This design comes from an exercise in tuning for small area, a short achievable clock period and few clock cycles per item on the open sky130 flow, not from production work.
Only simulation tests tie the RTL to the original design; equivalence was not proved.

==> flow/design.v <==
package jlvr_pkg;
	localparam int DATA_W    = 32;
	localparam int LIM_W     = 31;
	localparam int CFG_IDX_W = 3;
	typedef logic [CFG_IDX_W-1:0] cfg_idx_t;
	localparam cfg_idx_t REG_MAX_ACCEL         = cfg_idx_t'(0);
	localparam cfg_idx_t REG_MAX_VELOCITY      = cfg_idx_t'(1);
	localparam cfg_idx_t REG_JERK_INCR         = cfg_idx_t'(2);
	localparam cfg_idx_t REG_HALF_INVERSE_JERK = cfg_idx_t'(3);
	localparam cfg_idx_t REG_TICK_PERIOD       = cfg_idx_t'(4);
	typedef struct packed {
		logic [LIM_W-1:0]  max_accel;
		logic [LIM_W-1:0]  max_velocity;
		logic [LIM_W-1:0]  jerk_incr;
		logic [DATA_W-1:0] half_inverse_jerk;
		logic [DATA_W-1:0] tick_period;
	} cfg_t;
	localparam int QW  = 94;    
	localparam int LW  = 63;    
	localparam int ZW  = 64;    
	localparam int YW  = 95;    
	localparam int ACC_W = 95;  
	localparam int CH_W  = 16;  
	localparam int C_UP = 0;
	localparam int C_DN = 1;
	localparam int C_ZR = 2;
	localparam int C_PM = 3;
	localparam int C_NM = 4;
endpackage
module jlvr_cfg (
	input  logic                             clk,
	input  logic                             arst_n,
	input  logic                             cfg_we,
	input  logic [jlvr_pkg::CFG_IDX_W-1:0]   cfg_addr,
	input  logic [jlvr_pkg::DATA_W-1:0]      cfg_wdata,
	output jlvr_pkg::cfg_t                   cfg
);
	jlvr_pkg::cfg_t cfg_q;
	always_ff @(posedge clk or negedge arst_n) begin
		if (!arst_n) begin
			cfg_q <= '0;
		end else if (cfg_we) begin
			unique case (cfg_addr)
				jlvr_pkg::REG_MAX_ACCEL:         cfg_q.max_accel         <= cfg_wdata[jlvr_pkg::LIM_W-1:0];
				jlvr_pkg::REG_MAX_VELOCITY:      cfg_q.max_velocity      <= cfg_wdata[jlvr_pkg::LIM_W-1:0];
				jlvr_pkg::REG_JERK_INCR:         cfg_q.jerk_incr         <= cfg_wdata[jlvr_pkg::LIM_W-1:0];
				jlvr_pkg::REG_HALF_INVERSE_JERK: cfg_q.half_inverse_jerk <= cfg_wdata;
				jlvr_pkg::REG_TICK_PERIOD:       cfg_q.tick_period       <= cfg_wdata;
				default: begin
				end
			endcase
		end
	end
	assign cfg = cfg_q;
endmodule
module jlvr_mul (
	input  logic                              clk,
	input  logic [jlvr_pkg::LIM_W-1:0]        a,
	input  logic [jlvr_pkg::CH_W-1:0]         b,
	output logic [jlvr_pkg::LIM_W+jlvr_pkg::CH_W-1:0] prod
);
	logic [jlvr_pkg::LIM_W+jlvr_pkg::CH_W-1:0] prod_q;
	always_ff @(posedge clk) begin
		prod_q <= (jlvr_pkg::LIM_W+jlvr_pkg::CH_W)'(a) * (jlvr_pkg::LIM_W+jlvr_pkg::CH_W)'(b);
	end
	assign prod = prod_q;
endmodule
module jlvr_seq (
	input  logic       clk,
	input  logic       arst_n,
	input  logic       restart,
	output logic       busy,
	output logic       sel_valid,
	output logic [1:0] a_sel,    
	output logic [2:0] b_sel,    
	output logic [1:0] chunk,
	output logic       signed_op,
	output logic       acc_valid,
	output logic       first,
	output logic       last,     
	output logic [7:0] dest      
);
	logic [3:0] op_q;
	logic [1:0] ch_q;
	logic       run_q;
	logic       v1_q;
	logic       v2_q;
	logic [3:0] op1_q;
	logic [1:0] ch1_q;
	logic [3:0] op2_q;
	logic [1:0] ch2_q;
	always_comb begin
		a_sel     = 2'd0;
		b_sel     = 3'd0;
		signed_op = 1'b0;
		case (op_q)
			4'd0:  begin a_sel = 2'd0; b_sel = 3'd0; end
			4'd1:  begin a_sel = 2'd1; b_sel = 3'd0; end
			4'd2:  begin a_sel = 2'd2; b_sel = 3'd0; end
			4'd3:  begin a_sel = 2'd0; b_sel = 3'd1; end
			4'd4:  begin a_sel = 2'd1; b_sel = 3'd1; end
			4'd5:  begin a_sel = 2'd2; b_sel = 3'd1; signed_op = 1'b1; end
			4'd6:  begin a_sel = 2'd0; b_sel = 3'd2; end
			4'd7:  begin a_sel = 2'd2; b_sel = 3'd2; signed_op = 1'b1; end
			4'd8:  begin a_sel = 2'd1; b_sel = 3'd2; end
			4'd9:  begin a_sel = 2'd1; b_sel = 3'd3; end
			default: begin a_sel = 2'd2; b_sel = 3'd4; end
		endcase
	end
	always_comb begin
		dest = 8'd0;
		case (op2_q)
			4'd0:  dest[0] = 1'b1;
			4'd1:  dest[1] = 1'b1;
			4'd2:  dest[2] = 1'b1;
			4'd3:  dest[3] = 1'b1;
			4'd4:  dest[4] = 1'b1;
			4'd5:  dest[5] = 1'b1;
			4'd6:  dest[6] = 1'b1;
			4'd7:  dest[7] = 1'b1;
			4'd8:  dest[0] = 1'b1;
			4'd9:  dest[1] = 1'b1;
			default: dest[2] = 1'b1;
		endcase
	end
	assign sel_valid = run_q;
	assign chunk     = ch_q;
	assign acc_valid = v2_q;
	assign first     = (ch2_q == ((op2_q >= 4'd6) ? 2'd3 : 2'd1));
	assign last      = (ch2_q == 2'd0);
	assign busy      = run_q || v1_q || v2_q;
	always_ff @(posedge clk or negedge arst_n) begin
		if (!arst_n) begin
			run_q <= 1'b1;
			op_q  <= 4'd0;
			ch_q  <= 2'd1;
			v1_q  <= 1'b0;
			v2_q  <= 1'b0;
		end else if (restart) begin
			run_q <= 1'b1;
			op_q  <= 4'd0;
			ch_q  <= 2'd1;
			v1_q  <= 1'b0;
			v2_q  <= 1'b0;
		end else begin
			v1_q <= run_q;
			v2_q <= v1_q;
			if (run_q) begin
				if (ch_q == 2'd0) begin
					op_q <= op_q + 4'd1;
					ch_q <= (op_q >= 4'd5) ? 2'd3 : 2'd1;
					if (op_q == 4'd10) begin
						run_q <= 1'b0;
					end
				end else begin
					ch_q <= ch_q - 2'd1;
				end
			end
		end
	end
	always_ff @(posedge clk) begin
		op1_q <= op_q;
		ch1_q <= ch_q;
		op2_q <= op1_q;
		ch2_q <= ch1_q;
	end
endmodule
module jerk_limited_velocity_ramp (
	input  logic                                    clk,
	input  logic                                    arst_n,
	input  logic                                    cfg_we,
	input  logic [jlvr_pkg::CFG_IDX_W-1:0]          cfg_addr,
	input  logic [jlvr_pkg::DATA_W-1:0]             cfg_wdata,
	input  logic                                    in_valid,
	output logic                                    in_ready,
	input  logic signed [jlvr_pkg::DATA_W-1:0]      target_velocity,
	output logic                                    out_valid,
	input  logic                                    out_ready,
	output logic signed [jlvr_pkg::DATA_W-1:0]      velocity_out,
	output logic signed [jlvr_pkg::DATA_W-1:0]      accel_out
);
	localparam int QW = jlvr_pkg::QW;
	localparam int LW = jlvr_pkg::LW;
	localparam int ZW = jlvr_pkg::ZW;
	localparam int YW = jlvr_pkg::YW;
	localparam int AW = jlvr_pkg::ACC_W;
	jlvr_pkg::cfg_t cfg;
	logic signed [31:0] vel_q;
	logic signed [31:0] accel_q;
	logic               out_valid_q;
	logic [QW-1:0] x_q;
	logic [YW-1:0] y_q;
	logic [ZW-1:0] z_q;
	logic [QW-1:0] k_q;
	logic [QW-1:0] m_q;
	logic [QW-1:0] n_q;
	logic [LW-1:0] jd_q;
	logic [LW-1:0] ad_q;
	logic [AW-1:0] pacc_q;
	jlvr_cfg u_cfg (
		.clk       (clk),
		.arst_n    (arst_n),
		.cfg_we    (cfg_we),
		.cfg_addr  (cfg_addr),
		.cfg_wdata (cfg_wdata),
		.cfg       (cfg)
	);
	logic [30:0] amax;
	logic [30:0] vmax;
	logic [30:0] jerk;
	assign amax = cfg.max_accel;
	assign vmax = cfg.max_velocity;
	assign jerk = cfg.jerk_incr;
	logic       restart;
	logic       busy;
	logic       sel_valid;
	logic [1:0] a_sel;
	logic [2:0] b_sel;
	logic [1:0] chunk;
	logic       signed_op;
	logic       acc_valid;
	logic       first;
	logic       last;
	logic [7:0] dest;
	assign restart = cfg_we && (cfg_addr == jlvr_pkg::REG_MAX_ACCEL ||
		cfg_addr == jlvr_pkg::REG_JERK_INCR || cfg_addr == jlvr_pkg::REG_HALF_INVERSE_JERK ||
		cfg_addr == jlvr_pkg::REG_TICK_PERIOD);
	jlvr_seq u_seq (
		.clk       (clk),
		.arst_n    (arst_n),
		.restart   (restart),
		.busy      (busy),
		.sel_valid (sel_valid),
		.a_sel     (a_sel),
		.b_sel     (b_sel),
		.chunk     (chunk),
		.signed_op (signed_op),
		.acc_valid (acc_valid),
		.first     (first),
		.last      (last),
		.dest      (dest)
	);
	logic        a_neg;
	logic [31:0] a_negated;
	logic [30:0] a_mag;
	assign a_neg     = accel_q[31];
	assign a_negated = -accel_q;
	assign a_mag     = a_neg ? a_negated[30:0] : accel_q[30:0];
	logic [30:0] mul_a;
	logic [63:0] mul_bsrc;
	logic [15:0] mul_b;
	logic [30:0] op_a_q;
	logic [15:0] op_b_q;
	logic        sub1_q;
	logic        sub2_q;
	always_comb begin
		case (a_sel)
			2'd0:    mul_a = jerk;
			2'd1:    mul_a = amax;
			default: mul_a = a_mag;
		endcase
		case (b_sel)
			3'd0:    mul_bsrc = {32'd0, cfg.half_inverse_jerk};
			3'd1:    mul_bsrc = {32'd0, cfg.tick_period};
			3'd2:    mul_bsrc = {1'b0, n_q[62:0]};
			3'd3:    mul_bsrc = {1'b0, m_q[62:0]};
			default: mul_bsrc = {1'b0, x_q[62:0]};
		endcase
		case (chunk)
			2'd0:    mul_b = mul_bsrc[15:0];
			2'd1:    mul_b = mul_bsrc[31:16];
			2'd2:    mul_b = mul_bsrc[47:32];
			default: mul_b = mul_bsrc[63:48];
		endcase
	end
	always_ff @(posedge clk) begin
		if (sel_valid) begin
			op_a_q <= mul_a;
			op_b_q <= mul_b;
		end
		sub1_q <= signed_op && a_neg;
		sub2_q <= sub1_q;
	end
	logic [46:0] prod;
	jlvr_mul u_mul (
		.clk  (clk),
		.a    (op_a_q),
		.b    (op_b_q),
		.prod (prod)
	);
	logic [AW-1:0] pacc_base;
	logic [AW-1:0] pacc_d;
	assign pacc_base = first ? '0 : (pacc_q << jlvr_pkg::CH_W);
	assign pacc_d    = sub2_q ? pacc_base - AW'(prod) : pacc_base + AW'(prod);
	always_ff @(posedge clk) begin
		if (acc_valid) begin
			pacc_q <= pacc_d;
		end
	end
	logic accept;
	assign in_ready = !busy && (!out_valid_q || out_ready);
	assign accept   = in_valid && in_ready;
	logic [53:0]        coast;
	logic               c_big;
	logic signed [35:0] f36;
	logic signed [35:0] e36;
	logic               e_gt1;
	logic               e_ltm1;
	logic               w_pos;
	logic               w_neg;
	assign coast  = x_q[QW-1:40];
	assign c_big  = |coast[53:33];
	assign f36    = a_neg ? 36'(vel_q) - $signed({3'd0, coast[32:0]}) : 36'(vel_q) + $signed({3'd0, coast[32:0]});
	assign e36    = 36'(target_velocity) - f36;
	assign e_gt1  = !e36[35] && (|e36[34:1]);
	assign e_ltm1 = e36[35] && !(&e36[34:0]);
	assign w_pos  = c_big ? a_neg : e_gt1;
	assign w_neg  = c_big ? !a_neg : e_ltm1;
	logic signed [33:0] a34;
	logic signed [33:0] j34;
	logic signed [33:0] am34;
	assign a34  = 34'(accel_q);
	assign j34  = $signed({3'd0, jerk});
	assign am34 = $signed({3'd0, amax});
	logic lt_up_p;
	logic gt_dn_n;
	logic up_low;
	logic dn_high;
	logic lt_nj;
	logic gt_j;
	assign lt_up_p = a34 < am34 - j34;
	assign gt_dn_n = a34 > j34 - am34;
	assign up_low  = a34 + j34 < -am34;
	assign dn_high = a34 - j34 > am34;
	assign lt_nj   = a34 < -j34;
	assign gt_j    = a34 > j34;
	logic [4:0] s_neg;
	logic [4:0] cond;
	assign s_neg[jlvr_pkg::C_UP] = ((a34 <<< 1) + j34) < 0;
	assign s_neg[jlvr_pkg::C_DN] = ((a34 <<< 1) - j34) < 0;
	assign s_neg[jlvr_pkg::C_ZR] = a_neg;
	assign s_neg[jlvr_pkg::C_PM] = (a34 + am34) < 0;
	assign s_neg[jlvr_pkg::C_NM] = (a34 - am34) < 0;
	assign cond[jlvr_pkg::C_UP]  = (a34 >= -(j34 <<< 1)) && (a34 <= 0);
	assign cond[jlvr_pkg::C_DN]  = (a34 >= 0) && (a34 <= (j34 <<< 1));
	assign cond[jlvr_pkg::C_ZR]  = 1'b1;
	assign cond[jlvr_pkg::C_PM]  = am34 <= j34;
	assign cond[jlvr_pkg::C_NM]  = am34 <= j34;
	logic [4:0] case_w [3];
	assign case_w[0] = lt_up_p ? (up_low ? 5'b10000 : 5'b00001) : 5'b01000;
	assign case_w[1] = gt_dn_n ? (dn_high ? 5'b01000 : 5'b00010) : 5'b10000;
	assign case_w[2] = lt_nj ? (up_low ? 5'b10000 : 5'b00001) :
		gt_j ? (dn_high ? 5'b01000 : 5'b00010) : 5'b00100;
	logic signed [67:0] vsh;
	logic signed [67:0] z68;
	logic signed [67:0] jd68;
	logic signed [67:0] ad68;
	logic signed [33:0] t34;
	logic signed [33:0] vm34;
	assign vsh  = $signed({vel_q, 35'd0}) >>> 2;
	assign z68  = 68'($signed(z_q));
	assign jd68 = $signed({5'd0, jd_q});
	assign ad68 = $signed({5'd0, ad_q});
	assign t34  = 34'(target_velocity);
	assign vm34 = $signed({3'd0, vmax});
	logic signed [67:0] pb_w  [3];
	logic signed [67:0] po_w  [3];
	logic               sn_w  [3];
	logic signed [67:0] v1w_w [3];
	logic signed [33:0] v1_w  [3];
	logic signed [31:0] vn_w  [3];
	logic               snap_w[3];
	genvar gi;
	generate
		for (gi = 0; gi < 3; gi++) begin : g_w
			assign pb_w[gi] = (case_w[gi][jlvr_pkg::C_UP] || case_w[gi][jlvr_pkg::C_DN]) ? (z68 <<< 1) : z68;
			assign po_w[gi] = case_w[gi][jlvr_pkg::C_UP] ? jd68 :
				case_w[gi][jlvr_pkg::C_DN] ? -jd68 :
				case_w[gi][jlvr_pkg::C_PM] ? ad68 :
				case_w[gi][jlvr_pkg::C_NM] ? -ad68 : 68'sd0;
			assign sn_w[gi]   = |(case_w[gi] & s_neg);
			assign v1w_w[gi]  = (vsh + pb_w[gi] + po_w[gi] + (sn_w[gi] ? 68'sh1_FFFF_FFFF : 68'sd0)) >>> 33;
			assign v1_w[gi]   = v1w_w[gi][33:0];
			assign vn_w[gi]   = (v1_w[gi] > vm34) ? 32'(vm34) : ((v1_w[gi] < -vm34) ? 32'(-vm34) : v1_w[gi][31:0]);
			assign snap_w[gi] = (v1_w[gi] == t34) && (|(case_w[gi] & cond));
		end
	endgenerate
	logic [4:0]         case1;
	logic [4:0]         case2;
	logic               snap;
	logic signed [31:0] vel_d;
	assign case1 = w_pos ? case_w[0] : (w_neg ? case_w[1] : case_w[2]);
	assign snap  = w_pos ? snap_w[0] : (w_neg ? snap_w[1] : snap_w[2]);
	assign vel_d = w_pos ? vn_w[0]   : (w_neg ? vn_w[1]   : vn_w[2]);
	assign case2 = snap ? 5'b00100 : case1;
	logic [31:0]   acc_up;
	logic [31:0]   acc_dn;
	logic [QW-1:0] x_up;
	logic [QW-1:0] x_dn;
	logic [YW-1:0] y_up;
	logic [YW-1:0] y_dn;
	logic [ZW-1:0] z_up;
	logic [ZW-1:0] z_dn;
	assign acc_up = accel_q + {1'b0, jerk};
	assign acc_dn = accel_q - {1'b0, jerk};
	assign x_up   = x_q + {y_q[QW-2:0], 1'b0} + k_q;
	assign x_dn   = x_q - {y_q[QW-2:0], 1'b0} + k_q;
	assign y_up   = y_q + {1'b0, k_q};
	assign y_dn   = y_q - {1'b0, k_q};
	assign z_up   = z_q + {1'b0, jd_q};
	assign z_dn   = z_q - {1'b0, jd_q};
	logic [31:0]   accel_d;
	logic [QW-1:0] x_d;
	logic [YW-1:0] y_d;
	logic [ZW-1:0] z_d;
	always_comb begin
		accel_d = ({32{case2[jlvr_pkg::C_UP]}} & acc_up) |
		          ({32{case2[jlvr_pkg::C_DN]}} & acc_dn) |
		          ({32{case2[jlvr_pkg::C_PM]}} & {1'b0, amax}) |
		          ({32{case2[jlvr_pkg::C_NM]}} & (-{1'b0, amax}));
		x_d     = ({QW{case2[jlvr_pkg::C_UP]}} & x_up) |
		          ({QW{case2[jlvr_pkg::C_DN]}} & x_dn) |
		          ({QW{case2[jlvr_pkg::C_PM] | case2[jlvr_pkg::C_NM]}} & m_q);
		y_d     = ({YW{case2[jlvr_pkg::C_UP]}} & y_up) |
		          ({YW{case2[jlvr_pkg::C_DN]}} & y_dn) |
		          ({YW{case2[jlvr_pkg::C_PM]}} & {1'b0, n_q}) |
		          ({YW{case2[jlvr_pkg::C_NM]}} & (-{1'b0, n_q}));
		z_d     = ({ZW{case2[jlvr_pkg::C_UP]}} & z_up) |
		          ({ZW{case2[jlvr_pkg::C_DN]}} & z_dn) |
		          ({ZW{case2[jlvr_pkg::C_PM]}} & {1'b0, ad_q}) |
		          ({ZW{case2[jlvr_pkg::C_NM]}} & (-{1'b0, ad_q}));
	end
	always_ff @(posedge clk) begin
		if (acc_valid && last) begin
			if (dest[0]) n_q  <= pacc_d[QW-1:0];
			if (dest[1]) m_q  <= pacc_d[QW-1:0];
			if (dest[2]) x_q  <= pacc_d[QW-1:0];
			if (dest[3]) jd_q <= pacc_d[LW-1:0];
			if (dest[4]) ad_q <= pacc_d[LW-1:0];
			if (dest[5]) z_q  <= pacc_d[ZW-1:0];
			if (dest[6]) k_q  <= pacc_d[QW-1:0];
			if (dest[7]) y_q  <= pacc_d[YW-1:0];
		end else if (accept) begin
			x_q <= x_d;
			y_q <= y_d;
			z_q <= z_d;
		end
	end
	always_ff @(posedge clk or negedge arst_n) begin
		if (!arst_n) begin
			vel_q       <= '0;
			accel_q     <= '0;
			out_valid_q <= 1'b0;
		end else begin
			if (accept) begin
				vel_q       <= vel_d;
				accel_q     <= accel_d;
				out_valid_q <= 1'b1;
			end else if (out_ready) begin
				out_valid_q <= 1'b0;
			end
		end
	end
	assign out_valid    = out_valid_q;
	assign velocity_out = vel_q;
	assign accel_out    = accel_q;
endmodule
==> flow/run.sh <==
#!/bin/bash
# synth_recipe.tcl (not shown) runs the flow's synth.tcl, then flattens the netlist and writes it again
# the make line also repeats each setting of config.mk as NAME=value (left out here)
make -C /OpenROAD-flow-scripts/flow DESIGN_CONFIG=/design/flow/config.mk WORK_HOME=/design/flow/orfs CLKGATE_MAP_FILE= SYNTH_SCRIPT=/design/flow/synth_recipe.tcl finish
==> flow/config.mk <==
export PLATFORM = sky130hd
export DESIGN_NAME = jerk_limited_velocity_ramp
export DESIGN_NICKNAME = jerk_limited_velocity_ramp
export VERILOG_FILES = /design/flow/design.v
export SDC_FILE = /design/flow/constraint.sdc
export NUM_CORES = 4
export LEC_CHECK = 0
export CAP_MARGIN = 20
export CORE_MARGIN = 2
export CORE_UTILIZATION = 40
export SLEW_MARGIN = 20
==> flow/constraint.sdc <==
create_clock -name core_clock -period 12.5 [get_ports {clk}]
set_input_delay 2.5000 -clock core_clock [delete_from_list [all_inputs] [get_ports {clk}]]
set_output_delay 2.5000 -clock core_clock [all_outputs]
set_load 0.01 [all_outputs]
==> reports/qor.yml <==
ys.flop_type: "edfxtp_1"
slew_headroom: 0.0963
drcViolationCount: 0
tightest_slew_ns: 1.36
layout_commonest_cell: "buf_4"
place_ws_ns: -1.84
final_core_util: 0.493
syn_nets: 21016
drive_gt1_frac: 0.183
yosysWarnings: 12
die_width_um: 622
min_period_ns: 13.11
outcome: "complete, but fails checks"
root_buffer: "clkbuf_16"
cts_buffer_depth: 4
h-tree-depth: 4
grt_max_degree: 74
grt_pass1_wl_um: 1020000
critPathKind: "reg -> reg"
netlist_area_sq_um: 153000
startpoint_type: "flop"
crit_required_ns: 13.23
hold_ws_ns: 0.319
clk_latency_ns: 0.91
critPathArrivalTime_ns: 13.84
core-area_sq_um: 379000
clock.fmax_mhz: 76.3
min_path_type: "reg -> reg"
grt_pass1_vias: 148431
holdBufCountCts: 0
wl_per_cell_um: 27.8
setup_ws_ns: -0.613
gp_congestion: 1.06
cts_tree: "yes"
postSynthRegisterBits: 1082
cts.sinks: 1082
clk_pin_slew_ns: 0.06
max-cap-violations: 0
nets: 23033
worst-path-max-fanout: 9
period_share: 1.05
maxSlewViolCount: 0
synth_seq_area_share: 0.201
portBuffers: 137
rsz0062_at_grt: "yes"
yosysTopAreaCellShare: 0.154
die_h_um: 622
layout_common_cells: "buf_4, inv_1, a21oi_1"
crit_buf_inv: 13
die_area_sq_um: 386000
start_util: 0.402
areaGrowthSynthToFinish_pct: 22.5
vias: 157153
antenna_found_initial: 58
avgSynthCellArea_sq_um: 8.24
numCtsBuffers: 146
endpoint_kind: "flop"
skew_ns: 0.121
synth-edff-count: 783
grt_usage: 0.356
path_delay_family: "compound AO/OA/AOI/OAI gates"
gr-total-overflow: 0
ys_types: 129
dp_hpwl_um: 575000
ios: 138
critPathSlowestCell: "fa_1"
hold_violations: 0
ant_nets: 0
drt_first_pass_iters: 10
wl_um: 715000
synthCells: 18523
viasPerCell: 6.11
yosys.area.top_type: "edfxtp_1"
row_count: 226
cpPeakStageDelay_ns: 0.48
drtIter0Drc: 18193
setup_viol: 312
synth_area_leaders: "edfxtp_1, ha_1, fa_1"
cp_common_cell: "a21o_1"
async_flop_share: 0.213
so_faults: "setup timing"
-- kinds of logic after synthesis --
group                    after synthesis  synth area share
AO/OA/AOI/OAI                       5572             0.236
XOR/XNOR                            1068            0.0628
adder cells (fa/ha/maj)             2422             0.238
buffers and inverters               2563            0.0651
flip-flops                          1082             0.201
multiplexers                         349            0.0256
AND/OR/NAND/NOR                     5467             0.172
-- layer usage --
layer,wire (um),GRT usage
met1,291000,0.474
met2,301000,0.535
met3,74400,0.0783
met4,48300,0.199
met5,105,0
-- synthesized netlist by cell type, types with 60 or more instances --
cell type	number
a21oi_1	1769
nand2_1	1698
inv_1	1693
ha_1	1627
nor2_1	1381
o21ai_0	1079
fa_1	794
xnor2_1	789
edfxtp_1	783
clkbuf_1	733
a21o_1	527
nor3_1	402
nand3_1	323
and2_1	285
a221oi_1	274
xor2_1	262
dfrtp_1	229
a31oi_1	226
o21bai_1	218
nand4_1	207
nand2b_1	205
mux2_2	184
nor2b_1	183
or3_1	158
o21a_1	156
nor4_1	152
mux2i_1	150
a211oi_1	141
and3_1	131
o31ai_1	115
o211ai_1	99
a22oi_1	82
a221o_1	74
dfxtp_1	68
a41oi_1	63
or2_2	60
-- sequential cells by signal (all words and copies together), names as in the netlist, 3 cells and up --
signal        cells
accel_q          32
ad_q             63
dest              8
jd_q             63
k_q              94
m_q              94
n_q              93
op_a_q           31
op_b_q           16
pacc_q           78
u_cfg.cfg_q     157
u_mul.prod_q     47
u_seq.op1_q       4
u_seq.op2_q       3
u_seq.op_q        4
vel_q            32
x_q              94
y_q              93
z_q              64
-- stage by stage --
stage                     cell area [sq um]  TNS (ns)  cells
after detailed placement             176000   -503.12  25252
after CTS                            185000    -72.58  25618
final                                187000    -86.63  25707
after global routing                 187000   -217.57  25675
after global placement               176000   -499.60  25251
after floorplan                      153000   -0.0582  18523
-- layout make-up --
class                   count  area [sq um]
fillers                 36649        192000
multi-input cells       14878        115000
flip-flops and latches   1082         30700
repair buffers           2735         23100
inverters                1697          6380
well taps                5016          6280
clock buffers             175          3840
clock inverters            86          1100
diodes                     38          95.1
-- path summary, 6_finish.rpt --
path,startpoint,slack [ns],depth (start not counted),end
setup / recovery,accel_q[0],-0.61,72,vel_q[30]
hold / removal,u_seq.ch1_q[0],0.32,0,u_seq.ch2_q[0]
setup reg to reg,accel_q[0],-0.61,72,vel_q[30]
hold reg to reg,u_seq.ch1_q[0],0.32,0,u_seq.ch2_q[0]
max in group asynchronous,arst_n,8.69,3,u_cfg.cfg_q[30]
min in group asynchronous,arst_n,1.64,1,u_cfg.cfg_q[93]
-- what timing repair did --
item | in CTS | in global routing
gates cloned | 29 | 5
pin swaps | 128 | 155
setup endpoints to repair | 315 | 315
resized for setup | 433 | 332
setup buffers | 80 | 53
Testbench counts, summed over its fixed seeds: cycles 9,120, items 8,000.

## re-timing with driven ports
No port has a modelled driver above. Below, the same layout with a new extraction and two added sets of constraints. Step 1 assumes that a clkbuf_16 drives the clock port and a buf_2 every other input. Step 2, shift: input delay + t, output delay - t, t = (earliest + latest rising clock arrival at the registers) / 2. This alone moves slack from input paths to output paths. a / b / c = ideal ports / drivers / drivers and shift; a / b = the first two.
shift t [ns]: 0.948
setup WS [ns]: -0.613 / -0.613 / -0.613
slew at the worst register clock pin (ns): 0.07 / 0.07
cell pins on the clock port's net: 1
For this run, drivers alone change the setup slack by 0.000 ns; drivers and shift together by 0.000 ns.
